From an optimization exercise on the open Yosys and OpenROAD flow, aimed at small area, a short achievable clock period and few clock cycles; shortcuts taken in it are not production practice.
Function was checked by simulation only, so behaviour that the tests miss may differ from the original.
Power figures rest on the tool's default switching activity, not on a simulated workload.

**flow/config.mk**
```make
export PLATFORM = sky130hd
export DESIGN_NAME = dw_tile_top
export DESIGN_NICKNAME = dw_tile_top
export VERILOG_FILES = /design/flow/design.v
export SDC_FILE = /design/flow/constraint.sdc
export NUM_CORES = 4
export LEC_CHECK = 0
export CAP_MARGIN = 20
export CORE_MARGIN = 2
export CORE_UTILIZATION = 40
export SLEW_MARGIN = 20
```
**flow/constraint.sdc**
```tcl
create_clock -name core_clock -period 14.0 [get_ports {clk}]
set_input_delay 2.8000 -clock core_clock [delete_from_list [all_inputs] [get_ports {clk}]]
set_output_delay 2.8000 -clock core_clock [all_outputs]
set_load 0.01 [all_outputs]
```
**flow/run.sh**
```bash
#!/bin/bash
# synth_recipe.tcl (not shown) runs the flow's synth.tcl, then flattens the netlist and writes it again
# the make line also repeats each setting of config.mk as NAME=value (left out here)
make -C /OpenROAD-flow-scripts/flow DESIGN_CONFIG=/design/flow/config.mk WORK_HOME=/design/flow/orfs CLKGATE_MAP_FILE= SYNTH_SCRIPT=/design/flow/synth_recipe.tcl finish
```
**flow/design.v**
```verilog
`default_nettype none
package dw_quant_pkg;
    typedef logic signed [7:0]  data_t;    
    typedef logic signed [31:0] acc_t;
    typedef logic signed [15:0] mul_t;
    typedef logic        [5:0]  shift_t;
    typedef logic [71:0] kernel_t;    
    typedef struct packed {
        acc_t   bias;
        mul_t   mul;
        shift_t shift;
        data_t  relu_min;
        data_t  relu_max;
    } quant_t;
    typedef struct packed {
        logic  valid;
        logic  last;     
        data_t data;
    } tap_t;
    typedef struct packed {
        logic  valid;
        data_t data;
    } res_t;
endpackage
`default_nettype wire
`default_nettype none
package conv_geom_pkg;
    typedef logic        [15:0] dim_t;
    typedef logic signed [16:0] coord_t;   
    typedef logic        [31:0] addr_t;
    typedef struct packed {
        dim_t                in_img_h;
        dim_t                in_img_w;
        coord_t              tile_in_row;
        coord_t              tile_in_col;
        dim_t                tile_out_h;
        dim_t                tile_out_w;
        dim_t                channels;
        dim_t                stride;
        logic signed [7:0]    pad_value;
        addr_t               in_base;
        addr_t               buf_base;
    } tile_cfg_t;
    typedef struct packed {
        logic  en;
        addr_t addr;
    } mem_rd_req_t;
    typedef struct packed {
        logic                en;
        addr_t               addr;
        logic signed [7:0]   data;
    } buf_wr_t;
endpackage
`default_nettype wire
`timescale 1ns/1ps
`default_nettype none
module dw_tile_top (
    input  wire         clk,
    input  wire         rst_n,
    input  wire         start_i,
    output logic        busy_o,
    output logic        done_o,
    input  wire  [15:0] cfg_in_img_h_i,
    input  wire  [15:0] cfg_in_img_w_i,
    input  wire  [16:0] cfg_tile_in_row_i,
    input  wire  [16:0] cfg_tile_in_col_i,
    input  wire  [15:0] cfg_tile_out_h_i,
    input  wire  [15:0] cfg_tile_out_w_i,
    input  wire  [15:0] cfg_channels_i,
    input  wire  [15:0] cfg_stride_i,
    input  wire  [7:0]  cfg_pad_value_i,
    input  wire  [31:0] cfg_in_base_i,
    input  wire  [31:0] cfg_buf_base_i,
    output logic        in_rd_en_o,
    output logic [31:0] in_rd_addr_o,
    input  wire  [7:0]  in_rd_data_i,
    output logic        buf_wr_en_o,
    output logic [31:0] buf_wr_addr_o,
    output logic [7:0]  buf_wr_data_o,
    input  wire  [71:0] kernel_i,
    input  wire  [31:0] q_bias_i,
    input  wire  [15:0] q_mul_i,
    input  wire  [5:0]  q_shift_i,
    input  wire  [7:0]  q_relu_min_i,
    input  wire  [7:0]  q_relu_max_i,
    output logic [15:0] ch_idx_o
);
    logic start_acc;
    assign start_acc = start_i && !busy_o;
    logic [15:0] h_q, hm1_q, w_q, oh_q, ow_q, cm1_q, cs_q;
    logic [16:0] r0_q, x0_q, bst_q;
    logic [1:0]  sm_q;           
    logic [1:0]  sc_q;           
    logic [7:0]  pad_q;
    logic        x0in_q, r0in_q, r0dn_q;
    logic        ohh2_q, ohlb_q;     
    logic        cf_s3;
    assign cf_s3 = (cfg_stride_i >= 16'd3);
    always_ff @(posedge clk) begin
        if (!busy_o) begin
            h_q     <= cfg_in_img_h_i;
            hm1_q   <= cfg_in_img_h_i - 16'd1;
            w_q     <= cfg_in_img_w_i;
            oh_q    <= cfg_tile_out_h_i;
            ow_q    <= cfg_tile_out_w_i;
            cm1_q   <= cfg_channels_i - 16'd1;
            cs_q    <= cf_s3 ? cfg_stride_i - 16'd2 : 16'd1;
            sm_q    <= cf_s3 ? 2'd3 : cfg_stride_i[1:0];
            sc_q    <= cf_s3 ? 2'd0 : (cfg_stride_i[1:0] == 2'd2) ? 2'd1 : 2'd2;
            bst_q   <= cf_s3 ? {1'b0, cfg_stride_i} : {cfg_stride_i, 1'b0};
            r0_q    <= cfg_tile_in_row_i;
            x0_q    <= cfg_tile_in_col_i;
            pad_q   <= cfg_pad_value_i;
        end
        x0in_q <= !x0_q[16] && (x0_q[15:0] < w_q);
        r0in_q <= !r0_q[16] && (r0_q[15:0] <= hm1_q);
        r0dn_q <= (r0_q[15:0] < hm1_q);
        ohh2_q <= (sm_q != 2'd3) && (oh_q >= 16'd2);
        ohlb_q <= (oh_q <= (((sm_q != 2'd3) && (oh_q >= 16'd2)) ? 16'd2 : 16'd1));
    end
    logic        run_q;          
    logic        wdone_q;        
    logic        w_t_q;          
    logic        q_t_q;          
    logic        ch_inc_q;       
    logic [2:0]  chs_q;          
    logic        cool_q;         
    logic [1:0]  mop_q;          
    logic [2:0]  mcnt_q;         
    logic [4:0]  m_dq;           
    logic        fdig_q, facc_q;     
    logic        r0_s1, r0_s2;
    assign r0_s1 = (cfg_tile_in_row_i[16:3] == 14'd0) || (cfg_tile_in_row_i[16:3] == 14'h3FFF);
    assign r0_s2 = (cfg_tile_in_row_i[16:7] == 10'd0) || (cfg_tile_in_row_i[16:7] == 10'h3FF);
    logic [31:0] macc_q;
    logic [21:0] m_pq;           
    logic [31:0] chan_q;         
    logic [31:0] band_q;         
    logic [31:0] rdp_q;          
    logic [31:0] bs_q;           
    logic [31:0] hw_q;           
    logic [31:0] nxt_q;          
    logic        bs_ok_q, hw_ok_q, m_fin0, fin_q, fin2_q, i1_q, i2_q;
    logic [31:0] nxt_sum;
    logic [15:0] m_a_n;
    logic [1:0]  mop_n;
    logic [2:0]  mcnt_n;
    logic [4:0]  m_d_n;
    logic signed [21:0] m_prod;
    logic [31:0] m_next;
    always_comb begin
        mop_n  = mop_q;
        mcnt_n = mcnt_q;
        if (mop_q != 2'd3) begin
            mcnt_n = mcnt_q + 3'd1;
            if (mcnt_q == 3'd4) begin
                mcnt_n = 3'd0;
                case (mop_q)
                    2'd0:    mop_n = (sm_q == 2'd3) ? 2'd1 : 2'd2;
                    2'd1:    mop_n = 2'd2;
                    default: mop_n = 2'd3;
                endcase
            end
        end
        case (mop_n)
            2'd0:    m_a_n = r0_q[15:0];
            2'd1:    m_a_n = bst_q[15:0];
            default: m_a_n = h_q;
        endcase
        if (mop_n == 2'd0 && mcnt_n == 3'd0) m_d_n = r0_q[16:12];
        else                                 m_d_n = {1'b0, m_a_n[4*(3 - mcnt_n[1:0]) +: 4]};
        m_prod = $signed({1'b0, w_q}) * $signed(m_dq);
        m_next = (facc_q ? 32'd0 : {macc_q[27:0], 4'd0}) +
                 {{10{m_pq[21]}}, m_pq};
        nxt_sum = lastband_q ? chan_q + hw_q : band_q + bs_q;
    end
    assign m_fin0 = fin2_q;
    logic [16:0] top_q;          
    logic [16:0] rc_q;           
    logic [16:0] xc_q;           
    logic [16:0] rem_q;          
    logic [15:0] rrem_q;         
    logic [2:0]  step_q;         
    logic [2:0]  fstep_q;        
    logic [2:0]  lstep_q;        
    logic        dir_q;          
    logic        bempty_q;       
    logic [1:0]  kx_q;           
    logic        oxg1_q, oxg2_q;
    logic        colf_q;         
    logic        colin_q, rcin_q, rcdn_q;
    logic        kwrap_q, lastcol_q, cpl_q, has2_q, lastband_q;
    logic [2:0]  sv_q;
    logic        rowok, seek, rd, cont, colend, stall, adv;
    logic        bend, crst, brst;
    logic [15:0] rdec;
    logic [31:0] row_sum, col_sum;
    logic [16:0] rc_pm, xc_sum, top_sum;
    logic [15:0] rr_sub;
    always_comb begin
        rowok  = colin_q && !bempty_q;
        seek   = rowok && rc_q[16];
        rd     = rowok && rcin_q;
        cont   = dir_q ? (step_q != fstep_q) : ((step_q != lstep_q) && rcdn_q);
        colend = !seek && !(rd && cont);
        stall = colend && ((cpl_q && (cool_q || (q_t_q != w_t_q))) ||
                           (lastcol_q && (!bs_ok_q || (lastband_q && !hw_ok_q))));
        adv   = run_q && !wdone_q && !stall;
        bend  = adv && colend && lastcol_q;
        crst  = m_fin0 || (bend && lastband_q);     
        brst  = bend && !lastband_q;                
        row_sum = rdp_q + ({16'd0, w_q} ^ {32{dir_q}}) + {31'd0, dir_q};
        col_sum = rdp_q + (kwrap_q ? {16'd0, cs_q} : 32'd1);
        rc_pm   = dir_q ? rc_q - 17'd1 : rc_q + 17'd1;
        xc_sum  = xc_q + (kwrap_q ? {1'b0, cs_q} : 17'd1);
        top_sum = top_q + bst_q;
        rdec    = has2_q ? 16'd2 : 16'd1;
        rr_sub  = rrem_q - rdec;
    end
    assign in_rd_en_o   = run_q && !wdone_q && rd;
    assign in_rd_addr_o = rdp_q;
    logic        k_wrap_n, k_last_n, k_cpl_n;
    logic [2:0]  k_sv_n;
    logic [1:0]  kx_n;
    logic        oxg1_n, oxg2_n;
    logic        r_ge0, r_gem1, r_gem2, r_eqdl;    
    logic [16:0] mdl;                              
    always_comb begin
        case (sm_q)
            2'd1:    mdl = 17'h1FFFE;
            2'd2:    mdl = 17'h1FFFF;
            default: mdl = 17'h00000;
        endcase
        if (!kwrap_q) begin
            kx_n   = kx_q + 2'd1;
            oxg1_n = oxg1_q;
            oxg2_n = oxg2_q;
            r_ge0  = !rem_q[16];
            r_gem1 = !rem_q[16] || (rem_q == 17'h1FFFF);
            r_gem2 = !rem_q[16] || (rem_q == 17'h1FFFF) || (rem_q == 17'h1FFFE);
            r_eqdl = (rem_q == mdl);
        end else begin
            kx_n   = 2'd0;
            oxg1_n = 1'b1;
            oxg2_n = oxg1_q;
            r_ge0  = !rem_q[16] && (rem_q != 17'd0);
            r_gem1 = !rem_q[16];
            r_gem2 = !rem_q[16] || (rem_q == 17'h1FFFF);
            r_eqdl = (rem_q == mdl + 17'd1);
        end
        k_sv_n   = {oxg2_n && r_gem2, oxg1_n && r_gem1, r_ge0};
        k_wrap_n = ({1'b0, kx_n} + 3'd1 == {1'b0, sm_q});
        k_last_n = r_eqdl && (kx_n == ((sm_q == 2'd3) ? 2'd2 : 2'd0));
        case (sm_q)
            2'd1:    k_cpl_n = k_sv_n[2];
            2'd2:    k_cpl_n = k_sv_n[1] && (kx_n == 2'd0);
            default: k_cpl_n = k_sv_n[0] && (kx_n == 2'd2);
        endcase
    end
    logic b_has2_n, b_last_n;
    always_comb begin
        b_has2_n = (sm_q != 2'd3) && (rr_sub >= 16'd2);
        b_last_n = (rr_sub <= (b_has2_n ? 16'd2 : 16'd1));
    end
    logic        c1_rd, c1_sh, c1_cpl, c1_h2, c1_be;
    logic [2:0]  c1_step, c1_sv;
    logic [1:0]  c1_kx;
    logic        c2_cpl, c2_h2, c2_be;
    logic signed [8:0] dq;
    logic [5:0][3:0]   bneg, bone, btwo;
    logic [5:0][19:0]  acc_s, acc_c;
    logic        c3_cpl, c3_h2;
    logic        h_v0, h_be, h_p2;
    logic [19:0] h0s, h0c, h1s, h1c;     
    logic        r0_v, r0_row1, r0_be, r0_p2, r0_ihm;
    logic [20:0] r0_x;           
    logic [1:0]  r0_c, r0_k;     
    logic        r1_v, r1_row1, r1_be, r1_p2, r1_ihm;
    logic [29:0] r1_m0s, r1_m0c, r1_m1s, r1_m1c;
    logic [27:0] r1_hi;          
    logic        r2_v, r2_row1, r2_be, r2_p2, r2_ihm;
    logic [47:0] r2_p;           
    logic        r3_v, r3_row1, r3_be, r3_p2;
    logic [7:0]  r3_lo8;
    logic        r3_fits, r3_neg;
    logic        lb_q;           
    logic        fw_q;           
    logic [19:0] q_il;           
    logic [27:0] q_ihm;          
    logic        q_ihmax, q_ihmin;
    logic [15:0] q_mul;
    logic [7:0]  qb_neg, qb_one, qb_two;     
    logic [5:0]  q_shift;
    logic [7:0]  q_rmin, q_rmax;
    logic signed [9:0]  sw1_q [3];
    logic signed [11:0] sw_q;
    logic signed [14:0] pswa_q;      
    logic signed [13:0] pswb_q;      
    logic signed [19:0] psw_q;       
    logic pipe_empty, qload, last_out;
    assign pipe_empty = !c1_cpl && !c2_cpl && !c3_cpl && !h_v0 && !r0_v && !r1_v && !r2_v &&
                        !r3_v && !r0_ihm && !r1_ihm && !r2_ihm;
    assign qload      = busy_o && (q_t_q != w_t_q) && !ch_inc_q && (chs_q == 3'd4) && pipe_empty;
    assign last_out   = wdone_q && r3_v && !r2_v && !r1_v && !r0_v && !h_v0 &&
                        !c1_cpl && !c2_cpl && !c3_cpl;
    always_ff @(posedge clk or negedge rst_n) begin
        if (!rst_n) begin
            busy_o    <= 1'b0;
            done_o    <= 1'b0;
            run_q     <= 1'b0;
            wdone_q   <= 1'b0;
            w_t_q     <= 1'b0;
            q_t_q     <= 1'b0;
            ch_inc_q  <= 1'b0;
            chs_q     <= 3'd0;
            cool_q    <= 1'b0;
            mop_q     <= 2'd3;
            mcnt_q    <= 3'd0;
            bs_ok_q   <= 1'b0;
            hw_ok_q   <= 1'b0;
            fin_q     <= 1'b0;
            fin2_q    <= 1'b0;
            i1_q      <= 1'b0;
            i2_q      <= 1'b0;
            fdig_q    <= 1'b0;
            facc_q    <= 1'b0;
            ch_idx_o  <= 16'd0;
            c1_rd     <= 1'b0;
            c1_cpl    <= 1'b0;
            c1_sh     <= 1'b0;
            c2_cpl    <= 1'b0;
            c3_cpl    <= 1'b0;
            h_v0      <= 1'b0;
            r0_v      <= 1'b0;
            r1_v      <= 1'b0;
            r2_v      <= 1'b0;
            r3_v      <= 1'b0;
            r2_ihm    <= 1'b0;
            r0_ihm    <= 1'b0;
            r1_ihm    <= 1'b0;
            buf_wr_en_o <= 1'b0;
        end else begin
            done_o    <= 1'b0;
            ch_inc_q  <= 1'b0;
            if (chs_q != 3'd4) chs_q <= chs_q + 3'd1;
            if (ch_inc_q) begin
                ch_idx_o <= ch_idx_o + 16'd1;
                chs_q    <= 3'd0;
            end
            cool_q    <= 1'b0;
            c1_rd     <= adv && rd;
            c1_cpl    <= adv && colend && cpl_q;
            c1_sh     <= adv && colf_q && (kx_q == 2'd0);
            c2_cpl    <= c1_cpl;
            c3_cpl    <= c2_cpl;
            r1_v      <= r0_v;
            r2_v      <= r1_v;
            r3_v      <= r2_v;
            buf_wr_en_o <= r3_v;
            r0_ihm <= qload;
            r1_ihm <= r0_ihm;
            r2_ihm <= r1_ihm;
            if (r2_ihm) q_t_q <= w_t_q;
            r0_v <= c3_cpl || h_v0;
            h_v0 <= c3_cpl && c3_h2;
            mop_q   <= mop_n;
            mcnt_q  <= mcnt_n;
            bs_ok_q <= mop_q[1];
            hw_ok_q <= (mop_q == 2'd3);
            fin_q   <= (mop_q == 2'd0) && (mcnt_q == 3'd4);
            fin2_q  <= fin_q;
            i1_q    <= start_acc;
            i2_q    <= i1_q;
            fdig_q  <= start_acc || ((mcnt_q == 3'd4) && (mop_n != 2'd3));
            facc_q  <= fdig_q;
            if (m_fin0) run_q <= 1'b1;
            if (start_acc) begin
                busy_o   <= 1'b1;
                run_q    <= 1'b0;
                wdone_q  <= 1'b0;
                w_t_q    <= ~w_t_q;
                ch_idx_o <= 16'd0;
                chs_q    <= 3'd0;
                mop_q    <= 2'd0;
                mcnt_q   <= r0_s1 ? 3'd3 : r0_s2 ? 3'd2 : 3'd0;
                bs_ok_q  <= 1'b0;
                hw_ok_q  <= 1'b0;
            end else begin
                if (last_out) begin
                    busy_o <= 1'b0;
                    done_o <= 1'b1;
                    run_q  <= 1'b0;
                end
                if (adv) begin
                    if (colend && cpl_q && has2_q) cool_q <= 1'b1;
                    if (bend && lastband_q) begin
                        if (ch_idx_o == cm1_q) begin
                            wdone_q <= 1'b1;
                        end else begin
                            w_t_q    <= ~w_t_q;
                            ch_inc_q <= 1'b1;
                        end
                    end
                end
            end
        end
    end
    always_ff @(posedge clk) begin
        if (!busy_o) begin
            m_dq <= r0_s1 ? {cfg_tile_in_row_i[3], cfg_tile_in_row_i[3:0]} :
                    r0_s2 ? {cfg_tile_in_row_i[7], cfg_tile_in_row_i[7:4]} : cfg_tile_in_row_i[16:12];
        end else begin
            m_dq <= m_d_n;
        end
        m_pq   <= m_prod;
        macc_q <= m_next;
        nxt_q  <= nxt_sum;
        if (!busy_o) begin
            chan_q <= cfg_in_base_i;
            hw_q   <= {{15{cfg_tile_in_col_i[16]}}, cfg_tile_in_col_i};
            bs_q   <= (cfg_stride_i == 16'd1) ? {15'd0, cfg_in_img_w_i, 1'b0} :
                      (cfg_stride_i == 16'd2) ? {14'd0, cfg_in_img_w_i, 2'b0} : 32'd0;
        end else begin
            if (i2_q) chan_q <= nxt_q;
            if (mcnt_q == 3'd4) begin
            case (mop_q)
                2'd1:    bs_q <= m_next;
                2'd0,
                2'd2:    hw_q <= m_next;
                default: ;
            endcase
            end
        end
        if (crst || brst) begin
            rdp_q     <= nxt_q;
            band_q    <= nxt_q;
            xc_q      <= x0_q;
            colin_q   <= x0in_q;
            kx_q      <= 2'd0;
            rem_q     <= {1'b0, ow_q} - 17'd1;
            oxg1_q    <= 1'b0;
            oxg2_q    <= 1'b0;
            kwrap_q   <= (sm_q == 2'd1);
            lastcol_q <= 1'b0;
            cpl_q     <= 1'b0;
            sv_q      <= 3'b001;
            step_q    <= 3'd0;
            fstep_q   <= 3'd0;
            dir_q     <= 1'b0;
            bempty_q  <= 1'b0;
            colf_q    <= 1'b1;
            if (crst) begin
                chan_q     <= nxt_q;
                rrem_q     <= oh_q;
                has2_q     <= ohh2_q;
                lastband_q <= ohlb_q;
                lstep_q    <= ohh2_q ? {1'b0, sm_q} + 3'd2 : 3'd2;
                top_q      <= r0_q;
                rc_q       <= r0_q;
                rcin_q     <= r0in_q;
                rcdn_q     <= r0dn_q;
            end else begin
                rrem_q     <= rr_sub;
                has2_q     <= b_has2_n;
                lastband_q <= b_last_n;
                lstep_q    <= b_has2_n ? {1'b0, sm_q} + 3'd2 : 3'd2;
                top_q      <= top_sum;
                rc_q       <= top_sum;
                rcin_q     <= !top_sum[16] && (top_sum[15:0] <= hm1_q);
                rcdn_q     <= (top_sum[15:0] < hm1_q);
            end
        end else if (!busy_o) begin
            lastband_q <= 1'b1;
        end else if (adv) begin
            colf_q <= 1'b0;
            if (seek) begin
                if (step_q != lstep_q) begin
                    step_q  <= step_q + 3'd1;
                    fstep_q <= step_q + 3'd1;
                    rc_q    <= rc_pm;
                    rdp_q   <= row_sum;
                    rcin_q  <= (rc_q == 17'h1FFFF);
                    rcdn_q  <= (rc_pm[15:0] < hm1_q);
                end else begin
                    bempty_q <= 1'b1;
                end
            end else if (rd && cont) begin
                step_q <= dir_q ? step_q - 3'd1 : step_q + 3'd1;
                rc_q   <= rc_pm;
                rdp_q  <= row_sum;
                rcin_q <= dir_q ? 1'b1 : rcdn_q;
                rcdn_q <= dir_q ? 1'b1 : (rc_pm[15:0] < hm1_q);
            end else begin
                colf_q    <= 1'b1;
                rdp_q     <= col_sum;
                if (rd) dir_q <= ~dir_q;
                xc_q      <= xc_sum;
                colin_q   <= !xc_sum[16] && (xc_sum[15:0] < w_q);
                kx_q      <= kx_n;
                oxg1_q    <= oxg1_n;
                oxg2_q    <= oxg2_n;
                if (kwrap_q) rem_q <= rem_q - 17'd1;
                kwrap_q   <= k_wrap_n;
                lastcol_q <= k_last_n;
                cpl_q     <= k_cpl_n;
                sv_q      <= k_sv_n;
            end
        end
    end
    always_ff @(posedge clk) begin
        c1_h2   <= has2_q;
        c1_be   <= lastcol_q;
        c1_step <= step_q;
        c1_sv   <= sv_q;
        c1_kx   <= kx_q;
    end
    logic [5:0]       l_en;
    logic [5:0][3:0]  l_idx;
    logic [5:0][8:0]  l_wb;      
    logic [2:0][3:0]  kxs;
    logic [2:0]       ky1;
    always_comb begin
        ky1 = c1_step - {1'b0, sm_q};
        for (int s = 0; s < 3; s++) begin
            kxs[s]     = {2'd0, c1_kx} + 4'(s) * {2'd0, sm_q};
            l_en[s]    = c1_rd && c1_sv[s] && (kxs[s] <= 4'd2) && (c1_step <= 3'd2);
            l_idx[s]   = {1'b0, c1_step} * 4'd3 + kxs[s];
            l_en[3+s]  = c1_rd && c1_sv[s] && (kxs[s] <= 4'd2) && c1_h2 && (c1_step >= {1'b0, sm_q});
            l_idx[3+s] = {1'b0, ky1} * 4'd3 + kxs[s];
        end
        for (int l = 0; l < 6; l++) begin
            l_wb[l] = l_en[l] ? {kernel_i[8*l_idx[l] +: 8], 1'b0} : 9'd0;
        end
    end
    always_ff @(posedge clk) begin
        c2_h2  <= c1_h2;
        c2_be  <= c1_be;
        c3_h2  <= c2_h2;
        dq     <= $signed({in_rd_data_i[7], in_rd_data_i}) - $signed({pad_q[7], pad_q});
        for (int l = 0; l < 6; l++) begin
            for (int i = 0; i < 4; i++) begin
                bneg[l][i] <= l_wb[l][2*i+2] && !(l_wb[l][2*i+1] && l_wb[l][2*i]);
                bone[l][i] <= l_wb[l][2*i+1] ^ l_wb[l][2*i];
                btwo[l][i] <= (l_wb[l][2*i+2 -: 3] == 3'b011) || (l_wb[l][2*i+2 -: 3] == 3'b100);
            end
        end
    end
    logic [5:0][19:0] ns, nc;
    always_comb begin
        for (int l = 0; l < 6; l++) begin
            logic [19:0] r [4];
            logic [19:0] a1, b1, a2, b2, a3, b3, n3;
            for (int i = 0; i < 4; i++) begin
                logic [10:0] m;
                m = bone[l][i] ? {{2{dq[8]}}, dq} : btwo[l][i] ? {dq[8], dq, 1'b0} : 11'd0;
                m = m ^ {11{bneg[l][i]}};
                r[i] = {{9{m[10]}}, m} << (2*i);
            end
            r[1][0] = bneg[l][0];
            r[2][2] = bneg[l][1];
            r[3][4] = bneg[l][2];
            n3 = {13'd0, bneg[l][3], 6'd0};
            a1 = acc_s[l] ^ acc_c[l] ^ r[0];
            b1 = ((acc_s[l] & acc_c[l]) | (acc_s[l] & r[0]) | (acc_c[l] & r[0])) << 1;
            a2 = r[1] ^ r[2] ^ r[3];
            b2 = ((r[1] & r[2]) | (r[1] & r[3]) | (r[2] & r[3])) << 1;
            a3 = a1 ^ b1 ^ a2;
            b3 = ((a1 & b1) | (a1 & a2) | (b1 & a2)) << 1;
            ns[l] = a3 ^ b3 ^ b2;
            nc[l] = (((a3 & b3) | (a3 & b2) | (b3 & b2)) << 1);
            {ns[l], nc[l]} = {ns[l] ^ nc[l] ^ n3, ((ns[l] & nc[l]) | (ns[l] & n3) | (nc[l] & n3)) << 1};
        end
    end
    always_ff @(posedge clk) begin
        for (int l = 0; l < 6; l++) begin
            if (!c1_sh) begin
                acc_s[l] <= ns[l];
                acc_c[l] <= nc[l];
            end else if (l == 0 || l == 3) begin
                acc_s[l] <= 20'd0;
                acc_c[l] <= 20'd0;
            end else begin
                acc_s[l] <= ns[l-1];
                acc_c[l] <= nc[l-1];
            end
        end
        h1s <= ns[3 + sc_q];
        h1c <= nc[3 + sc_q];
        if (c2_cpl) begin
            h0s  <= ns[sc_q];
            h0c  <= nc[sc_q];
            h_be <= c2_be;
            h_p2 <= c2_h2;
        end
    end
    logic [31:0] qinit;
    logic [16:0] qm_b;
    assign qm_b = {q_mul_i, 1'b0};
    assign qinit = q_bias_i + {{12{psw_q[19]}}, psw_q};
    always_ff @(posedge clk) begin
        for (int g = 0; g < 3; g++) begin
            sw1_q[g] <= $signed(kernel_i[24*g +: 8]) + $signed(kernel_i[24*g+8 +: 8]) +
                        $signed(kernel_i[24*g+16 +: 8]);
        end
        sw_q  <= sw1_q[0] + sw1_q[1] + sw1_q[2];
        pswa_q <= $signed(pad_q) * $signed({1'b0, sw_q[5:0]});
        pswb_q <= $signed(pad_q) * $signed(sw_q[11:6]);
        psw_q  <= $signed(pswa_q) + ($signed(pswb_q) <<< 6);
        if (qload) begin
            q_il    <= qinit[19:0];
            q_mul   <= q_mul_i;
            for (int i = 0; i < 8; i++) begin
                qb_neg[i] <= qm_b[2*i+2] && !(qm_b[2*i+1] && qm_b[2*i]);
                qb_one[i] <= qm_b[2*i+1] ^ qm_b[2*i];
                qb_two[i] <= (qm_b[2*i+2 -: 3] == 3'b011) || (qm_b[2*i+2 -: 3] == 3'b100);
            end
            q_shift <= q_shift_i;
            q_rmin  <= q_relu_min_i;
            q_rmax  <= q_relu_max_i;
        end
        if (r0_ihm) begin
            q_ihmax <= (r0_x[11:0] == 12'h7FF);
            q_ihmin <= (r0_x[11:0] == 12'h800);
        end
        if (r2_ihm) q_ihm <= r2_p[27:0];
    end
    logic [19:0]        s_in, c_in;
    logic [20:0]        u_sc;
    logic [21:0]        w_al;
    logic signed [21:0] t_al;
    logic [1:0]         t_k;
    logic [1:0][29:0]   m_hs, m_hc;
    logic [27:0]        m_hi, hi_t1, hi_t2;
    logic [47:0]        p48;
    always_comb begin
        s_in  = (c3_cpl && c3_h2) ? h1s : h0s;
        c_in  = (c3_cpl && c3_h2) ? h1c : h0c;
        u_sc  = {1'b0, s_in} + {1'b0, c_in};
        w_al  = {2'b00, q_il} + {2'b00, s_in} + {2'b00, c_in};
        t_al  = w_al - {{1'b0, u_sc[20]} + {1'b0, u_sc[19]}, 20'd0};
        t_k   = (t_al[21:20] == 2'b01 && q_ihmax) ? 2'b01 :
                (t_al[21:20] == 2'b11 && q_ihmin) ? 2'b11 : 2'b00;
        for (int h = 0; h < 2; h++) begin
            logic [29:0] rows [4];
            logic [29:0] n3, a1, b1, a2, b2;
            for (int i = 0; i < 4; i++) begin
                logic [21:0] m;
                m = qb_one[4*h+i] ? {r0_x[20], r0_x} : qb_two[4*h+i] ? {r0_x, 1'b0} : 22'd0;
                m = m ^ {22{qb_neg[4*h+i]}};
                rows[i] = {8'd0, ~m[21], m[20:0]} << (2*i);    
            end
            rows[1][0] = qb_neg[4*h];
            rows[2][2] = qb_neg[4*h+1];
            rows[3][4] = qb_neg[4*h+2];
            n3 = {23'd0, qb_neg[4*h+3], 6'd0};
            a1 = rows[0] ^ rows[1] ^ rows[2];
            b1 = ((rows[0] & rows[1]) | (rows[0] & rows[2]) | (rows[1] & rows[2])) << 1;
            a2 = a1 ^ b1 ^ rows[3];
            b2 = ((a1 & b1) | (a1 & rows[3]) | (b1 & rows[3])) << 1;
            m_hs[h] = a2 ^ b2 ^ n3;
            m_hc[h] = ((a2 & b2) | (a2 & n3) | (b2 & n3)) << 1;
        end
        hi_t1 = (r0_c == 2'b01) ? {{12{q_mul[15]}}, q_mul} :
                (r0_c == 2'b11) ? ~{{12{q_mul[15]}}, q_mul} : 28'd0;
        hi_t2 = (r0_k == 2'b11) ? {q_mul, 12'd0} :
                (r0_k == 2'b01) ? ~{q_mul, 12'd0} : 28'd0;
        m_hi  = q_ihm + hi_t1 + hi_t2 + {27'd0, r0_c == 2'b11} + {27'd0, r0_k == 2'b01} - 28'd43690;
        begin
            logic [47:0] t0, t1, t2, t3, t4, a1, b1, a2, b2, a3, b3;
            t0 = {18'd0, r1_m0s};
            t1 = {18'd0, r1_m0c};
            t2 = {10'd0, r1_m1s, 8'd0};
            t3 = {10'd0, r1_m1c, 8'd0};
            t4 = {r1_hi, 20'd0};
            a1 = t0 ^ t1 ^ t2;
            b1 = ((t0 & t1) | (t0 & t2) | (t1 & t2)) << 1;
            a2 = a1 ^ b1 ^ t3;
            b2 = ((a1 & b1) | (a1 & t3) | (b1 & t3)) << 1;
            a3 = a2 ^ b2 ^ t4;
            b3 = ((a2 & b2) | (a2 & t4) | (b2 & t4)) << 1;
            p48 = a3 + b3;
        end
    end
    always_ff @(posedge clk) begin
        r0_row1 <= c3_cpl && c3_h2;
        r0_be   <= (c3_cpl && c3_h2) ? 1'b0 : h_be;
        r0_p2   <= h_p2;
        r0_x    <= qload ? {{9{qinit[31]}}, qinit[31:20]} : {1'b0, t_al[19:0]};
        r0_c    <= t_al[21:20];
        r0_k    <= t_k;
        r1_row1 <= r0_row1;
        r1_be   <= r0_be;
        r1_p2   <= r0_p2;
        r1_m0s  <= m_hs[0];
        r1_m0c  <= m_hc[0];
        r1_m1s  <= m_hs[1];
        r1_m1c  <= m_hc[1];
        r1_hi   <= r0_ihm ? -28'd43690 : m_hi;
    end
    logic signed [47:0] sh;
    logic [47:0]        zb, mask;
    logic [6:0]         fpos;
    logic               gt, lt;
    logic [7:0]         res;
    logic [31:0]        wp_b, wp_sum;
    always_comb begin
        sh   = $signed(r2_p) >>> q_shift;
        zb   = r2_p ^ {48{r2_p[47]}};
        fpos = {1'b0, q_shift} + 7'd7;
        mask = ~48'd0 << fpos;
        gt   = r3_fits ? ($signed(r3_lo8) > $signed(q_rmax)) : !r3_neg;
        lt   = r3_fits ? ($signed(r3_lo8) < $signed(q_rmin)) : r3_neg;
        res  = gt ? q_rmax : (lt ? q_rmin : r3_lo8);
        if (r3_row1)    wp_b = lb_q ? {15'd0, ow_q, 1'b0} : {16'd0, ow_q};
        else if (r3_p2) wp_b = {16'hFFFF, ~ow_q};
        else            wp_b = lb_q ? {16'd0, ow_q} : 32'd0;
        wp_sum = buf_wr_addr_o + wp_b + {31'd0, !fw_q};
    end
    always_ff @(posedge clk) begin
        r2_row1 <= r1_row1;
        r2_be   <= r1_be;
        r2_p2   <= r1_p2;
        r2_p    <= p48;
        r3_row1 <= r2_row1;
        r3_be   <= r2_be;
        r3_p2   <= r2_p2;
        r3_lo8  <= sh[7:0];
        r3_fits <= ((zb & mask) == 48'd0);
        r3_neg  <= r2_p[47];
        buf_wr_data_o <= res;
        if (!busy_o) begin
            buf_wr_addr_o <= cfg_buf_base_i;
            lb_q          <= 1'b0;
            fw_q          <= 1'b1;
        end else if (r3_v) begin
            buf_wr_addr_o <= wp_sum;
            lb_q          <= !r3_row1 && r3_p2 && r3_be;
            fw_q          <= 1'b0;
        end
    end
endmodule
`default_nettype wire
```
==> results.toml, run 1 <==
[synth]
synth_ff_type = "dfxtp_1"
synth.distinct_cells = 92
ys_async_sr_fraction_pct = 3.71
syn-cell-area_um2 = 109000
synth_common_cells = "1,136 x inv_1, 987 x nand2_1, 981 x ha_1, 823 x dfxtp_1, 705 x fa_1"
synth-seq-area-share_pct = 32.2
synth_top_area_share_pct = 15.9
syn_nets = 13000
synth-edff-count = 577
synth_top_area_cell = "edfxtp_1"
ys_ff_latch = 1454
yosysMostFrequentCell = "inv_1"
yosysWarnings = 10
syn_avg_cell_area_um2 = 9.98
ys_top_cells_by_area = "edfxtp_1 16%, dfxtp_1 15%, fa_1 13%"
synthCells = 10900

[cts]
clk_latency_ns = 0.90
numCtsBuffers = 180
cts_tree = "built"
clk_pin_slew_ns = 0.05
htree_levels = 4
cts_root_buf = "clkbuf_16"
post_cts_buffers = 0
hold_buffers = 0
clock_sink_count = 1454
post_cts_resized = 0
cts_buffer_depth = 4

[sta]
fmax_mhz = 164
min_period_over_period_pct = 43.5
rsz0062_at_grt = "false"
tightest_slew_ns = 1.16
relSlewSlack_pct = 22.5
setup_viol = 0
fin_ws_ns = 7.92
slew_viol_final = 0
setup_tns_ns = 0
skew_ns = 0.0933
finalHoldViolCount = 0
min_period_ns = 6.08

[final_layout]
num-fill-cells = 25300
regArea_um2 = 35200
nNetsFinal = 13200
final_core_util_pct = 45.6
syn_to_final_growth_pct = 13.2
drive_gt1_share_pct = 7.69
multi_input_area_um2 = 67900

[critical_path]
crit_required_ns = 14.70
crit_path_frequent_cell = "o21ai_0"
startpoint_type = "input port"
path_cells = "clkdlybuf4s50_1 -> ha_1 -> inv_1 -> fa_1 -> nor2b_1 -> o31ai_1 -> a221oi_1 -> o21ai_0 -> nor4_1 -> o21bai_1 -> a21oi_1 -> o21ai_0 -> o21ai_0 -> xnor2_1 -> o21ai_0"
timing.rr.start = "sm_q[1]"
slowest_delay_ns = 0.50
r2r-end = "btwo[23]"
cp_top_family = "compound AO/OA/AOI/OAI gates"
cp_max_fo = 3
crit_type = "in -> reg"
rrSetupSlack_ns = 8.36
crit_arrival_ns = 6.78
crit_path_end_kind = "flip-flop"
r2r_cells = 12
critical_path.slowest_cell = "a221oi_1"
path_buf_inv = 2

[floorplanning]
die-area_um2 = 277000
io_pins = 447
initial_core_util_pct = 40.3
coreArea_um2 = 271000
die_width_um = 526
die_h_um = 526
rows = 191

[route]
drc = 0
post_drt_wl_per_cell_um = 22.5
routed_wl_um = 337000
firstDrtPassIters = 6
drt_iter0_markers = 6133
vias = 81800
viasPerCell = 5.48
ant_nets = 0

[worst_hold_path]
min_from = "r1_m0s[1]"
hold_path_depth = 0
hp-class = "reg -> reg"
hold_end = "r2_p[1]"

[power_and_ir_drop]
ir_worst_vdd_uv = 145
powerDensity_nw_per_um2 = 106
p_leak_nw = 52.9

[place]
port_buffers = 446
place_hpwl_um = 263000
gp_congestion = 0.937
pre_cts_slack_ns = 7.13

[grt]
grt_pass1_vias = 83800
grt_first_pass_wirelength_um = 509000
grt_antenna_before_repair = 20
grt_use_total_pct = 23.8
grt_overflow = 0
grt_max_degree = 78

[flow_run]
max-cap-violations = 0

[outcome]
status = "no timing/DRC/antenna violations"
-- where the power goes --
group / internal (W) / switching, W / leakage [nW]
logic: 0.00154 / 0.00190 / 37.2
registers: 0.00464 / 0.000118 / 12.6
clock network: 0.00295 / 0.00197 / 3.03
-- per-stage QoR --
step	instance area [µm²]	hold slack [ns]	total power, W	std cells
2_1_floorplan	109000	0.310	0.00728	10900
3_3_place_gp	117000	0.313	0.00818	14600
5_1_grt	124000	0.330	0.0138	14900
6_report	124000	0.325	0.0131	14900
3_5_place_dp	117000	0.312	0.00825	14600
4_1_cts	123000	0.327	0.0132	14900
-- state kept, by name (all words and copies together) (netlist names), 28 cells and up --
register / cells
acc_c: 102
r2_p: 48
hw_q: 32
chan_q: 32
r1_m1s: 28
rdp_q: 32
r1_hi: 28
r1_m0s: 28
acc_s: 120
band_q: 32
nxt_q: 32
sw1_q: 30
bs_q: 32
q_ihm: 28
buf_wr_addr_o: 32
macc_q: 28
-- placed cells by master, fill, tap and decap left out, drive strengths merged, types with 161 or more instances in the layout --
cell and count:
a21o 184, xor2 448, nor2b 214, nand2 987, inv 1150, clkdlybuf4s50 445, and2 161, xnor2 593
edfxtp 577, o21ai 649, mux2i 205, dfxtp 823, nor2 437, fa 705, mux2 241, ha 981
a21oi 477, a22oi 208, clkbuf 246
-- per-layer routing --
metal | global-route usage, % | vias up | routed length, µm
met5 | 0 | - | 44
met1 | 30.4 | 40500 | 141000
met4 | 11.3 | 6 | 17700
met2 | 39.2 | 2737 | 157000
li1 | - | 38000 | -
met3 | 3.87 | 610 | 21500
-- worst reg2reg max path, cell delays in order (launching register included) --
cell and delay (ns):
edfxtp_1 0.66, inv_1 0.31, fa_1 0.58, ha_1 0.25, fa_1 0.58, ha_1 0.39
xor2_1 0.17, buf_4 0.26, mux4_2 0.57, o21ai_0 0.82, nand2_1 0.32, ha_1 0.29
mux2_2 0.26
-- cells by family after synthesis --
kind of cell | count (synthesis) | synth area share (%)
AOI/OAI and AO/OA | 2057 | 11.8
xor gates and xnor gates | 1041 | 8.35
adders and majority gates | 1687 | 24.2
buffers and inverters | 1651 | 5.70
DFF | 1454 | 32.2
muxes | 573 | 6.99
other | 1 | 0.00344
and+or+nand+nor | 2475 | 10.8
-- area by class of cell --
cell class / instances / area share (%)
multi-input cells: 7834 / 55.0
flip-flops and latches: 1454 / 28.5
repair buffers: 560 / 4.32
clock buffers: 246 / 4.13
well taps: 3570 / 3.62
inverters: 1144 / 3.49
clock inverters: 85 / 0.899
diodes: 38 / 0.0770
-- worst max path at each step --
stage / startpoint / to / slack (ns) / cells past startpoint
after floorplan: busy_o / r0_x[12] / 4.97 / 6
after global placement: q_bias_i[0] / r0_x[10] / 6.99 / 15
after detailed placement: q_bias_i[0] / r0_x[10] / 7.13 / 15
after CTS: q_bias_i[0] / r0_x[10] / 8.03 / 15
after global routing: q_bias_i[0] / r0_x[10] / 7.65 / 15
final: q_bias_i[0] / r0_x[10] / 7.92 / 15
Testbench counts, summed over its fixed seeds: cycles 64,318.
==> run 2, diff against run 1 <==
--- a/flow/design.v
+++ b/flow/design.v
@@ -135,3 +135,4 @@
     logic [31:0] macc_q;
-    logic [21:0] m_pq;           
+    logic [18:0] m_pq0;          
+    logic [19:0] m_pq1;          
     logic [31:0] chan_q;         
@@ -148,3 +149,4 @@
     logic [4:0]  m_d_n;
-    logic signed [21:0] m_prod;
+    logic signed [18:0] m_prod0;
+    logic signed [19:0] m_prod1;
     logic [31:0] m_next;
@@ -171,5 +173,6 @@
         else                                 m_d_n = {1'b0, m_a_n[4*(3 - mcnt_n[1:0]) +: 4]};
-        m_prod = $signed({1'b0, w_q}) * $signed(m_dq);
+        m_prod0 = $signed({1'b0, w_q}) * $signed({1'b0, m_dq[1:0]});
+        m_prod1 = $signed({1'b0, w_q}) * $signed(m_dq[4:2]);
         m_next = (facc_q ? 32'd0 : {macc_q[27:0], 4'd0}) +
-                 {{10{m_pq[21]}}, m_pq};
+                 {{13{m_pq0[18]}}, m_pq0} + {{10{m_pq1[19]}}, m_pq1, 2'b00};
         nxt_sum = lastband_q ? chan_q + hw_q : band_q + bs_q;
@@ -288,2 +291,5 @@
     logic [19:0] q_il;           
+    logic [19:0] q_ilr;          
+    logic [11:0] q_ih;           
+    logic        qld_q;          
     logic [27:0] q_ihm;          
@@ -301,3 +307,3 @@
     assign pipe_empty = !c1_cpl && !c2_cpl && !c3_cpl && !h_v0 && !r0_v && !r1_v && !r2_v &&
-                        !r3_v && !r0_ihm && !r1_ihm && !r2_ihm;
+                        !r3_v && !qld_q && !r0_ihm && !r1_ihm && !r2_ihm;
     assign qload      = busy_o && (q_t_q != w_t_q) && !ch_inc_q && (chs_q == 3'd4) && pipe_empty;
@@ -338,2 +344,3 @@
             r2_ihm    <= 1'b0;
+            qld_q     <= 1'b0;
             r0_ihm    <= 1'b0;
@@ -359,3 +366,4 @@
             buf_wr_en_o <= r3_v;
-            r0_ihm <= qload;
+            qld_q  <= qload;
+            r0_ihm <= qld_q;
             r1_ihm <= r0_ihm;
@@ -414,3 +422,4 @@
         end
-        m_pq   <= m_prod;
+        m_pq0  <= m_prod0;
+        m_pq1  <= m_prod1;
         macc_q <= m_next;
@@ -595,6 +604,6 @@
     end
-    logic [31:0] qinit;
+    logic [20:0] qinit;          
     logic [16:0] qm_b;
     assign qm_b = {q_mul_i, 1'b0};
-    assign qinit = q_bias_i + {{12{psw_q[19]}}, psw_q};
+    assign qinit = {1'b0, q_ilr} + {1'b0, psw_q};
     always_ff @(posedge clk) begin
@@ -609,3 +618,4 @@
         if (qload) begin
-            q_il    <= qinit[19:0];
+            q_ilr   <= q_bias_i[19:0];
+            q_ih    <= q_bias_i[31:20];
             q_mul   <= q_mul_i;
@@ -624,4 +634,6 @@
         end
+        if (qld_q)  q_il  <= qinit[19:0];
         if (r2_ihm) q_ihm <= r2_p[27:0];
     end
+    logic [11:0]        ihv;
     logic [19:0]        s_in, c_in;
@@ -635,2 +647,3 @@
     always_comb begin
+        ihv   = q_ih + {11'd0, qinit[20]} - {11'd0, psw_q[19]};
         s_in  = (c3_cpl && c3_h2) ? h1s : h0s;
@@ -687,3 +700,3 @@
         r0_p2   <= h_p2;
-        r0_x    <= qload ? {{9{qinit[31]}}, qinit[31:20]} : {1'b0, t_al[19:0]};
+        r0_x    <= qld_q ? {{9{ihv[11]}}, ihv} : {1'b0, t_al[19:0]};
         r0_c    <= t_al[21:20];
--- a/flow/config.mk
+++ b/flow/config.mk
@@ -9,3 +9,3 @@
 export CORE_MARGIN = 2
-export CORE_UTILIZATION = 40
+export CORE_UTILIZATION = 60
 export SLEW_MARGIN = 20
==> results.toml, run 2 <==
[outcome]
status = "no timing/DRC/antenna violations"

[final_layout]
final_common_cell = "inv_1"
multi_input_area_um2 = 68300
num-fill-cells = 14400
reg.largest.list = "acc_s (120), acc_c (102), r2_p (48)"
regMostFlops = "acc_s"
final_cell_mix = "1,107 x inv_1, 1,057 x nand2_1, 1,002 x ha_1"
largest_register_ffs = 120
nNetsFinal = 13300
final_core_util_pct = 67.3
drive_gt1_share_pct = 7.53
regArea_um2 = 36500
syn_to_final_growth_pct = 11.3

[synth]
yosysWarnings = 10
synthCells = 11100
synth_top_area_share_pct = 16.5
yosysMostFrequentCell = "inv_1"
syn-cell-area_um2 = 111000
synth_top_area_cell = "edfxtp_1"
syn_avg_cell_area_um2 = 10.0
synth.distinct_cells = 99
synth_ff_type = "dfxtp_1"
ys_ff_latch = 1503
syn_nets = 13100
synth_common_cells = "1,107 x inv_1, 1,057 x nand2_1, 1,002 x ha_1, 839 x dfxtp_1, 694 x fa_1"
ys_top_cells_by_area = "edfxtp_1 17%, dfxtp_1 15%, fa_1 13%"
synth-edff-count = 609
synth-seq-area-share_pct = 32.9
ys_async_sr_fraction_pct = 3.66

[critical_path]
crit_path_frequent_cell = "a21oi_1"
cp.depth = 26
timing.rr.start = "q_ilr[0]"
critical_path.slowest_cell = "mux2i_1"
r2r_cells = 26
crit_path_end_kind = "flip-flop"
crit_required_ns = 14.75
crit_type = "reg -> reg"
startpoint_type = "flip-flop"
cp_top_family = "compound AO/OA/AOI/OAI gates"
slowest_delay_ns = 0.69
rrSetupSlack_ns = 8.23
path_buf_inv = 2
crit_start = "q_ilr[0]"
crit_arrival_ns = 6.52
r2r-end = "r0_x[12]"
critPathCapture = "r0_x[12]"
cp_max_fo = 10

[cts]
post_cts_resized = 0
clk_latency_ns = 0.83
hold_buffers = 0
cts_buffer_depth = 3
cts_root_buf = "clkbuf_16"
post_cts_buffers = 0
cts_tree = "built"
numCtsBuffers = 169
clock_sink_count = 1503
htree_levels = 4
clk_pin_slew_ns = 0.06

[power_and_ir_drop]
p_leak_nw = 53.4
ir_worst_vdd_uv = 335
powerDensity_nw_per_um2 = 105

[route]
viasPerCell = 5.98
drc = 0
routed_wl_um = 323000
firstDrtPassIters = 7
post_drt_wl_per_cell_um = 23.2
ant_nets = 0
drt_iter0_markers = 6508
vias = 83200

[floorplanning]
die_h_um = 434
io_pins = 447
initial_core_util_pct = 60.5
rows = 157
die_width_um = 434
coreArea_um2 = 183000
die-area_um2 = 188000

[place]
port_buffers = 446
pre_cts_slack_ns = 8.10
gp_congestion = 0.971
place_hpwl_um = 251000

[sta]
setup_viol = 0
setup_tns_ns = 0
min_period_ns = 5.77
relSlewSlack_pct = 22.6
whs_ns = 0.328
finalHoldViolCount = 0
min_period_over_period_pct = 41.2
skew_ns = 0.0329
fin_ws_ns = 8.23
fmax_mhz = 173
rsz0062_at_grt = "false"
slew_viol_final = 0
tightest_slew_ns = 1.16

[grt]
grt_antenna_before_repair = 37
grt_overflow = 0
grt_pass1_vias = 83400
grt_max_degree = 88
grtUsageMet1_pct = 45.6
grt_use_total_pct = 34.0
top_usage_layer = "met2"
grt_first_pass_wirelength_um = 491000
use_met2_pct = 53.5
use_met3_pct = 6.52

[worst_hold_path]
hp-class = "reg -> reg"

[flow_run]
max-cap-violations = 0
run 2: area by class of cell:
type / count / area share [%]
Clock inverter: 91 / 0.769
Tap cell: 2464 / 2.50
Timing Repair Buffer: 568 / 4.38
Inverter: 1112 / 3.39
Clock buffer: 226 / 3.94
Antenna cell: 25 / 0.0507
Sequential cell: 1503 / 29.6
Multi-Input combinational cell: 7921 / 55.4
run 2: worst min-delay path by stage:
stage,start,cells past startpoint,slack (ns),endpoint
6_report,c1_be,0,0.33,c2_be
5_1_grt,r1_be,0,0.33,r2_be
4_1_cts,r1_be,0,0.32,r2_be
3_5_place_dp,r1_row1,0,0.31,r2_row1
3_3_place_gp,r1_m0s[0],0,0.31,r2_p[0]
2_1_floorplan,c1_be,0,0.31,c2_be
run 2: cell families after synthesis:
family / share of synthesized area (%)
muxes: 6.86
other: 0.00338
adders and majority gates: 23.8
AOI/OAI and AO/OA: 12.0
DFF: 32.9
and+or+nand+nor: 10.5
buffers and inverters: 5.57
xor gates and xnor gates: 8.23
run 2: per-stage QoR:
step	total power (W)	area [µm²]	std cells
after floorplan	0.00729	111000	11100
after CTS	0.0130	123000	13900
after global placement	0.00831	117000	13600
after global routing	0.0136	123000	13900
final	0.0130	123000	13900
after detailed placement	0.00839	117000	13600
run 2: worst register-to-register path, delay by kind of cell, from the launching register on:
| kind | cells | cell delay [ns] |
|---|---|---|
| flops | 1 | 0.37 |
| buf+inv | 2 | 0.13 |
| fa+ha+maj | 4 | 0.93 |
| simple gates | 2 | 0.13 |
| compound gates | 17 | 3.46 |
| mux | 1 | 0.69 |
run 2: power breakdown:
part / internal (W) / switching [W] / total (W) / leakage (nW)
registers: 0.00479 / 0.000144 / 0.00493 / 13.0
logic: 0.00149 / 0.00189 / 0.00338 / 37.6
clock network: 0.00273 / 0.00192 / 0.00465 / 2.86
run 2: per-layer routing:
metal | wire length, µm | up-vias
li1 | - | 38500
met1 | 134000 | 40800
met3 | 25600 | 676
met5 | 233 | -
met4 | 15600 | 18
met2 | 147000 | 3269
Testbench counts of run 2, summed over its fixed seeds: cycles 64,836.
==> run 3, diff against run 2 <==
--- a/flow/design.v
+++ b/flow/design.v
@@ -275,2 +275,3 @@
     logic        c3_cpl, c3_h2;
+    logic        c3_p1;          
     logic        h_v0, h_be, h_p2;
@@ -547,2 +548,3 @@
         c3_h2  <= c2_h2;
+        c3_p1  <= c2_cpl && c2_h2;
         dq     <= $signed({in_rd_data_i[7], in_rd_data_i}) - $signed({pad_q[7], pad_q});
@@ -647,5 +649,5 @@
     always_comb begin
-        ihv   = q_ih + {11'd0, qinit[20]} - {11'd0, psw_q[19]};
-        s_in  = (c3_cpl && c3_h2) ? h1s : h0s;
-        c_in  = (c3_cpl && c3_h2) ? h1c : h0c;
+        ihv   = (qinit[20] == psw_q[19]) ? q_ih : qinit[20] ? q_ih + 12'd1 : q_ih - 12'd1;
+        s_in  = c3_p1 ? h1s : h0s;
+        c_in  = c3_p1 ? h1c : h0c;
         u_sc  = {1'b0, s_in} + {1'b0, c_in};
@@ -697,4 +699,4 @@
     always_ff @(posedge clk) begin
-        r0_row1 <= c3_cpl && c3_h2;
-        r0_be   <= (c3_cpl && c3_h2) ? 1'b0 : h_be;
+        r0_row1 <= c3_p1;
+        r0_be   <= c3_p1 ? 1'b0 : h_be;
         r0_p2   <= h_p2;
==> results.toml, run 3 <==
[cts]
cts_root_buf = "clkbuf_16"
clk_pin_slew_ns = 0.06
htree_levels = 4
clock_sink_count = 1504
cts_buffer_depth = 3
cts_tree = "built"
clk_latency_ns = 0.83
post_cts_resized = 0
numCtsBuffers = 169
post_cts_buffers = 0
hold_buffers = 0

[flow_run]
max-cap-violations = 0

[critical_path]
r2r_cells = 24
crit_start = "q_ilr[0]"
rrSetupSlack_ns = 7.81
crit_arrival_ns = 6.85
crit_type = "reg -> reg"
critPathCapture = "r0_x[18]"
crit_path_end_kind = "flip-flop"
crit_required_ns = 14.65
timing.rr.start = "q_ilr[0]"
cp_max_fo = 11
r2r-end = "r0_x[18]"
startpoint_type = "flip-flop"

[synth]
yosysMostFrequentCell = "inv_1"
syn-cell-area_um2 = 111000
syn_avg_cell_area_um2 = 10.0
synthCells = 11100
ys_ff_latch = 1504
yosysWarnings = 10
ys_top_cells_by_area = "edfxtp_1 16%, dfxtp_1 15%, fa_1 13%"
synth_ff_type = "dfxtp_1"
synth-edff-count = 609
synth_common_cells = "1,099 x inv_1, 1,012 x nand2_1, 1,000 x ha_1, 840 x dfxtp_1, 694 x fa_1"
syn_nets = 13100
synth_top_area_share_pct = 16.5
synth-seq-area-share_pct = 32.9
synth_top_area_cell = "edfxtp_1"
ys_async_sr_fraction_pct = 3.66
synth.distinct_cells = 96

[sta]
setup_tns_ns = 0
finalHoldViolCount = 0
tightest_slew_ns = 1.16
setup_viol = 0
min_period_over_period_pct = 44.2
slew_viol_final = 0
skew_ns = 0.0417
relSlewSlack_pct = 22.8
fmax_mhz = 162
rsz0062_at_grt = "false"
min_period_ns = 6.19

[floorplanning]
io_pins = 447
rows = 157
initial_core_util_pct = 60.5
die_h_um = 434
coreArea_um2 = 183000
die-area_um2 = 188000
die_width_um = 434

[power_and_ir_drop]
internal_power_w = 0.00892
p_leak_nw = 53.2
swShare_pct = 30.5
p_sw_w = 0.00392
p_comb_share_pct = 26.7
ir_worst_vdd_uv = 181
powerDensity_nw_per_um2 = 104
power_frac_seq_pct = 38.3
pwr-share-clk_pct = 35.0

[outcome]
status = "no timing/DRC/antenna violations"

[final_layout]
drive_gt1_share_pct = 7.23
final_cell_mix = "1,098 x inv_1, 1,012 x nand2_1, 998 x ha_1"
nNetsFinal = 13300
final_common_cell = "inv_1"
largest_register_ffs = 120
reg.largest.list = "acc_s (120), acc_c (102), r2_p (48)"
final_core_util_pct = 67.1
fin_area_um2 = 123000
syn_to_final_growth_pct = 11.0
regMostFlops = "acc_s"

[route]
post_drt_wl_per_cell_um = 23.1
routed_wl_um = 320000
vias = 82800
viasPerCell = 5.96
firstDrtPassIters = 9
drc = 0
drt_iter0_markers = 6933
ant_nets = 0

[grt]
grt_overflow = 0
grt_use_total_pct = 33.9
grt_antenna_before_repair = 33
grt_first_pass_wirelength_um = 487000
grt_pass1_vias = 83000
grt_max_degree = 147

[place]
placed_area_um2 = 117000
gp_congestion = 0.986
port_buffers = 446
place_hpwl_um = 249000

[worst_hold_path]
hp-class = "reg -> reg"
run 3: through the flow:
stage                     std cells  setup slack [ns]  hold slack [ns]  total power (W)
after global routing          13900              7.34            0.328           0.0135
after CTS                     13900              7.89            0.325           0.0129
after global placement        13600              7.33            0.313          0.00832
after floorplan               11100              7.67            0.310          0.00736
after detailed placement      13600              7.19            0.312          0.00842
final                         13900              7.81            0.326           0.0128
run 3: area by class of cell:
class                      count  area, µm²
sequential                  1504      36500
inverter                    1106       4160
clock buffer                 226       4770
clock inverter                89        832
antenna                       18       45.0
multi-input combinational   7925      68300
timing repair buffer         556       5340
fill                       14600      60200
tap                         2464       3080
run 3: how the worst min path moves through the flow:
stage | startpoint | end | slack, ns | depth (start not counted)
6_report | pswa_q[4] | psw_q[4] | 0.33 | 0
5_1_grt | pswa_q[4] | psw_q[4] | 0.33 | 0
4_1_cts | pswa_q[4] | psw_q[4] | 0.33 | 0
3_3_place_gp | r1_m0s[0] | r2_p[0] | 0.31 | 0
3_5_place_dp | r1_m0s[0] | r2_p[0] | 0.31 | 0
2_1_floorplan | c1_be | c2_be | 0.31 | 0
run 3: layer usage:
metal	global-route usage, %	vias to the layer above	share of wire (%)	routed length [µm]
met3	6.43	701	7.9	25300
met5	0	-	0.015	49
li1	-	38400	-	-
met2	53.6	3199	46	147000
met1	45.4	40600	42	134000
met4	14.8	8	4.4	14200
run 3: logic make-up after synthesis:
family          Yosys count  share of synthesized area, %
compound gates         2097                          11.9
xor+xnor               1055                          8.34
other cells               1                       0.00338
buf+inv                1635                          5.56
simple gates           2501                          10.7
fa+ha+maj              1696                          23.8
flops                  1504                          32.9
mux                     575                          6.77
run 3: worst max-delay path: stages (launching register included):
cell      delay (ns)
edfxtp_1        0.37
ha_1            0.22
inv_1           0.08
fa_1            0.20
nor2b_1         0.06
o21a_1          0.18
o21a_1          0.21
o41a_1          0.36
o211ai_2        0.22
a31oi_1         0.17
o211a_1         0.30
o21a_1          0.23
nor2_1          0.67
ha_1            0.37
a21o_1          0.16
a21o_1          0.19
nand2_1         0.07
nand2_1         0.06
a21o_1          0.20
a21oi_1         0.19
o21ai_0         0.16
o41ai_1         0.49
a211oi_1        0.12
o21ai_1         0.55
o211ai_1        0.20
run 3: power by group through the flow:
stage,Sequential (W),Clock [W],Combinational (W)
after floorplan,0.00495,0,0.00241
after global placement,0.00500,0,0.00332
after detailed placement,0.00500,0,0.00342
after CTS,0.00491,0.00455,0.00345
after global routing,0.00493,0.00473,0.00383
final,0.00491,0.00449,0.00343
Testbench counts of run 3, summed over its fixed seeds: cycles 64,836.
==> run 4, diff against run 3 <==
--- a/flow/design.v
+++ b/flow/design.v
@@ -143,3 +143,3 @@
     logic [31:0] nxt_q;          
-    logic        bs_ok_q, hw_ok_q, m_fin0, fin_q, fin2_q, i1_q, i2_q;
+    logic        bs_ok_q, hw_ok_q, m_fin0, fin_q, fin2_q, i1_q, i2_q, bsw_q;
     logic [31:0] nxt_sum;
@@ -222,3 +222,25 @@
     end
-    assign in_rd_en_o   = run_q && !wdone_q && rd;
+    logic colin_n, rcin_n, bempty_n, run_n, wdone_n;
+    always_comb begin
+        colin_n  = colin_q;
+        rcin_n   = rcin_q;
+        bempty_n = bempty_q;
+        if (crst || brst) begin
+            colin_n  = x0in_q;
+            bempty_n = 1'b0;
+            rcin_n   = crst ? r0in_q : (!top_sum[16] && (top_sum[15:0] <= hm1_q));
+        end else if (busy_o && adv) begin
+            if (seek) begin
+                if (step_q != lstep_q) rcin_n   = (rc_q == 17'h1FFFF);
+                else                   bempty_n = 1'b1;
+            end else if (rd && cont) begin
+                rcin_n = dir_q ? 1'b1 : rcdn_q;
+            end else begin
+                colin_n = !xc_sum[16] && (xc_sum[15:0] < w_q);
+            end
+        end
+        run_n   = start_acc ? 1'b0 : last_out ? 1'b0 : m_fin0 ? 1'b1 : run_q;
+        wdone_n = start_acc ? 1'b0 :
+                  (adv && bend && lastband_q && (ch_idx_o == cm1_q)) ? 1'b1 : wdone_q;
+    end
     assign in_rd_addr_o = rdp_q;
@@ -278,2 +300,4 @@
     logic [19:0] h0s, h0c, h1s, h1c;     
+    logic        rs_v, rs_row1, rs_be, rs_p2;
+    logic [19:0] rs_q;           
     logic        r0_v, r0_row1, r0_be, r0_p2, r0_ihm;
@@ -292,3 +316,5 @@
     logic [19:0] q_il;           
-    logic [19:0] q_ilr;          
+    logic [9:0]  q_lo10;         
+    logic        q_c10;          
+    logic [9:0]  q_bhi;          
     logic [11:0] q_ih;           
@@ -307,6 +333,6 @@
     logic pipe_empty, qload, last_out;
-    assign pipe_empty = !c1_cpl && !c2_cpl && !c3_cpl && !h_v0 && !r0_v && !r1_v && !r2_v &&
+    assign pipe_empty = !c1_cpl && !c2_cpl && !c3_cpl && !h_v0 && !rs_v && !r0_v && !r1_v && !r2_v &&
                         !r3_v && !qld_q && !r0_ihm && !r1_ihm && !r2_ihm;
     assign qload      = busy_o && (q_t_q != w_t_q) && !ch_inc_q && (chs_q == 3'd4) && pipe_empty;
-    assign last_out   = wdone_q && r3_v && !r2_v && !r1_v && !r0_v && !h_v0 &&
+    assign last_out   = wdone_q && r3_v && !r2_v && !r1_v && !r0_v && !rs_v && !h_v0 &&
                         !c1_cpl && !c2_cpl && !c3_cpl;
@@ -328,2 +354,3 @@
             fin_q     <= 1'b0;
+            bsw_q     <= 1'b0;
             fin2_q    <= 1'b0;
@@ -340,2 +367,3 @@
             h_v0      <= 1'b0;
+            rs_v      <= 1'b0;
             r0_v      <= 1'b0;
@@ -349,3 +377,5 @@
             buf_wr_en_o <= 1'b0;
+            in_rd_en_o  <= 1'b0;
         end else begin
+            in_rd_en_o <= run_n && !wdone_n && colin_n && !bempty_n && rcin_n;
             done_o    <= 1'b0;
@@ -372,3 +402,4 @@
             if (r2_ihm) q_t_q <= w_t_q;
-            r0_v <= c3_cpl || h_v0;
+            rs_v <= c3_cpl || h_v0;
+            r0_v <= rs_v;
             h_v0 <= c3_cpl && c3_h2;
@@ -376,3 +407,4 @@
             mcnt_q  <= mcnt_n;
-            bs_ok_q <= mop_q[1];
+            bs_ok_q <= mop_q[1] && !(mop_q == 2'd2 && mcnt_q == 3'd0);
+            bsw_q   <= (mop_q == 2'd1) && (mcnt_q == 3'd4);
             hw_ok_q <= (mop_q == 2'd3);
@@ -434,5 +466,5 @@
             if (i2_q) chan_q <= nxt_q;
+            if (bsw_q) bs_q <= macc_q;
             if (mcnt_q == 3'd4) begin
             case (mop_q)
-                2'd1:    bs_q <= m_next;
                 2'd0,
@@ -609,3 +641,7 @@
     assign qm_b = {q_mul_i, 1'b0};
-    assign qinit = {1'b0, q_ilr} + {1'b0, psw_q};
+    logic [10:0] qlo10;
+    assign qlo10 = {1'b0, q_bias_i[9:0]} + {1'b0, psw_q[9:0]};
+    logic [10:0] qhi11;
+    assign qhi11 = {1'b0, q_bhi} + {1'b0, psw_q[19:10]} + {10'd0, q_c10};
+    assign qinit = {qhi11, q_lo10};
     always_ff @(posedge clk) begin
@@ -620,3 +656,5 @@
         if (qload) begin
-            q_ilr   <= q_bias_i[19:0];
+            q_lo10  <= qlo10[9:0];
+            q_c10   <= qlo10[10];
+            q_bhi   <= q_bias_i[19:10];
             q_ih    <= q_bias_i[31:20];
@@ -642,3 +680,2 @@
     logic [20:0]        u_sc;
-    logic [21:0]        w_al;
     logic signed [21:0] t_al;
@@ -653,4 +690,3 @@
         u_sc  = {1'b0, s_in} + {1'b0, c_in};
-        w_al  = {2'b00, q_il} + {2'b00, s_in} + {2'b00, c_in};
-        t_al  = w_al - {{1'b0, u_sc[20]} + {1'b0, u_sc[19]}, 20'd0};
+        t_al  = $signed({2'b00, q_il}) + $signed({{2{rs_q[19]}}, rs_q});
         t_k   = (t_al[21:20] == 2'b01 && q_ihmax) ? 2'b01 :
@@ -699,5 +735,9 @@
     always_ff @(posedge clk) begin
-        r0_row1 <= c3_p1;
-        r0_be   <= c3_p1 ? 1'b0 : h_be;
-        r0_p2   <= h_p2;
+        rs_q    <= u_sc[19:0];
+        rs_row1 <= c3_p1;
+        rs_be   <= c3_p1 ? 1'b0 : h_be;
+        rs_p2   <= h_p2;
+        r0_row1 <= rs_row1;
+        r0_be   <= rs_be;
+        r0_p2   <= rs_p2;
         r0_x    <= qld_q ? {{9{ihv[11]}}, ihv} : {1'b0, t_al[19:0]};
==> results.toml, run 4 <==
[outcome]
status = "no timing/DRC/antenna violations"

[critical_path]
path_cells = "clkdlybuf4s50_1 -> or4_1 -> nor4_1 -> nand3_1 -> a21oi_2 -> and2_1 -> a22oi_1 -> o21ai_0"
cp_top_family = "simple AND/OR/NAND/NOR gates"
crit_required_ns = 14.67
path_buf_inv = 1
startpoint_type = "input port"
timing.rr.start = "q_c10"
cp_max_fo = 17
slowest_delay_ns = 0.80
crit_path_end_kind = "flip-flop"
critical_path.slowest_cell = "and2_1"
crit_type = "in -> reg"
crit_start = "cfg_stride_i[9]"
crit_arrival_ns = 6.44

[route]
firstDrtPassIters = 8
drt_iter0_markers = 7183
drc = 0
viasPerCell = 5.93
routed_wl_um = 316000
post_drt_wl_per_cell_um = 22.7
vias = 82900
ant_nets = 0

[synth]
syn-cell-area_um2 = 111000
synth_top_area_share_pct = 16.5
ys_async_sr_fraction_pct = 3.78
synth_ff_type = "dfxtp_1"
synth-edff-count = 610
synth_common_cells = "1,075 x inv_1, 1,050 x nand2_1, 969 x ha_1, 867 x dfxtp_1, 678 x fa_1"
synthCells = 11100
synth-seq-area-share_pct = 33.3
syn_avg_cell_area_um2 = 10.0
synth.distinct_cells = 109
ys_ff_latch = 1535
yosysWarnings = 10
ys_top_cells_by_area = "edfxtp_1 16%, dfxtp_1 16%, fa_1 12%"
synth_top_area_cell = "edfxtp_1"
syn_nets = 13100
yosysMostFrequentCell = "inv_1"

[cts]
clk_latency_ns = 0.84
hold_buffers = 0
numCtsBuffers = 175
clock_sink_count = 1535
cts_root_buf = "clkbuf_16"
cts_tree = "built"
cts_buffer_depth = 3
post_cts_resized = 0
htree_levels = 4
post_cts_buffers = 0
clk_pin_slew_ns = 0.06

[grt]
grt_first_pass_wirelength_um = 486000
grt_overflow = 0
grt_antenna_before_repair = 34
grt_use_total_pct = 33.1
grt_pass1_vias = 83000
grt_max_degree = 160

[worst_hold_path]
hp-class = "reg -> reg"
min_from = "pswa_q[5]"

[floorplanning]
die_h_um = 435
initial_core_util_pct = 60.2
rows = 158
die-area_um2 = 189000
die_width_um = 435
io_pins = 447
coreArea_um2 = 185000

[sta]
rsz0062_at_grt = "false"
tightest_slew_ns = 1.20
relSlewSlack_pct = 20.0
slew_viol_final = 0
min_period_ns = 5.78
finalHoldViolCount = 0
setup_tns_ns = 0
skew_ns = 0.0426
setup_viol = 0
fmax_mhz = 173
min_period_over_period_pct = 41.3

[final_layout]
multi_input_area_um2 = 68300
nNetsFinal = 13300
num-fill-cells = 14600
regArea_um2 = 37200
reg.largest.list = "acc_s (120), acc_c (102), r2_p (48)"
final_common_cell = "inv_1"
final_cell_mix = "1,073 x inv_1, 1,049 x nand2_1, 967 x ha_1"
syn_to_final_growth_pct = 11.4
largest_register_ffs = 120
drive_gt1_share_pct = 7.80
fin_cells = 14000
regMostFlops = "acc_s"

[place]
place_hpwl_um = 242000
port_buffers = 446
dp.cells = 13600
gp_congestion = 0.952

[flow_run]
max-cap-violations = 0

[power_and_ir_drop]
ir_worst_vdd_uv = 189
powerDensity_nw_per_um2 = 109
p_leak_nw = 53.5
[run 4: worst paths after layout]
kind	slack, ns	to	depth (start not counted)
max	8.22	bs_q[6]	8
min	0.33	psw_q[5]	0
max reg2reg	8.51	r0_x[17]	23
min reg2reg	0.33	psw_q[5]	0
max in group asynchronous	11.31	busy_o	1
min in group asynchronous	2.03	mcnt_q[0]	1
[run 4: cell type report]
cell class / count / area share [%]
multi-input cells: 7958 / 55.0
flip-flops and latches: 1535 / 29.9
repair buffers: 551 / 4.30
clock buffers: 232 / 4.04
inverters: 1080 / 3.28
well taps: 2480 / 2.50
clock inverters: 98 / 0.852
diodes: 26 / 0.0524
[run 4: power breakdown]
part           switching [W]  leakage (nW)  internal (W)  total [W]
sequential          0.000121          13.4       0.00488    0.00500
combinational        0.00213          37.1       0.00154    0.00367
clock                0.00199          2.99       0.00284    0.00483
total                0.00424          53.5       0.00926     0.0135
[run 4: cells by family (layout without fill, tap and decap cells)]
logic type / count (synthesis) / after routing / synth area share (%)
xor+xnor: 1043 / 1043 / 8.20
buf+inv: 1604 / 1961 / 5.44
compound gates: 2140 / 2140 / 12.0
simple gates: 2518 / 2518 / 10.6
other cells: 1 / 27 / 0.00337
flops: 1535 / 1535 / 33.3
fa+ha+maj: 1649 / 1649 / 23.1
mux: 607 / 607 / 7.25
[run 4: metrics by stage]
step                      cell area, µm²  setup WS, ns  hold WS (ns)  util (%)  total power [W]
after floorplan                   111000          7.37         0.310         -          0.00744
after global placement            118000          7.61         0.310      63.7          0.00854
after detailed placement          118000          7.47         0.312      63.7          0.00864
after CTS                         124000          8.34         0.326      67.0           0.0135
after global routing              124000          7.98         0.331      67.1           0.0142
final                             124000          8.22         0.326      67.1           0.0135
[run 4: per-layer routing]
metal | up-vias | global-route usage (%) | wire, µm
met2 | 3056 | 51.9 | 144000
li1 | 38600 | - | -
met4 | 12 | 13.2 | 13100
met1 | 40600 | 45.3 | 135000
met5 | - | 0 | 68
met3 | 560 | 6.26 | 24400
Testbench counts of run 4, summed over its fixed seeds: cycles 65,550.

Check on run 4: ideal ports give 8.225 ns setup slack; a clkbuf_16 on the clock port and buf_2 on the inputs give 8.280 ns; moving port delays by the midpoint clock arrival (0.905 ns) as well gives 7.375 ns.
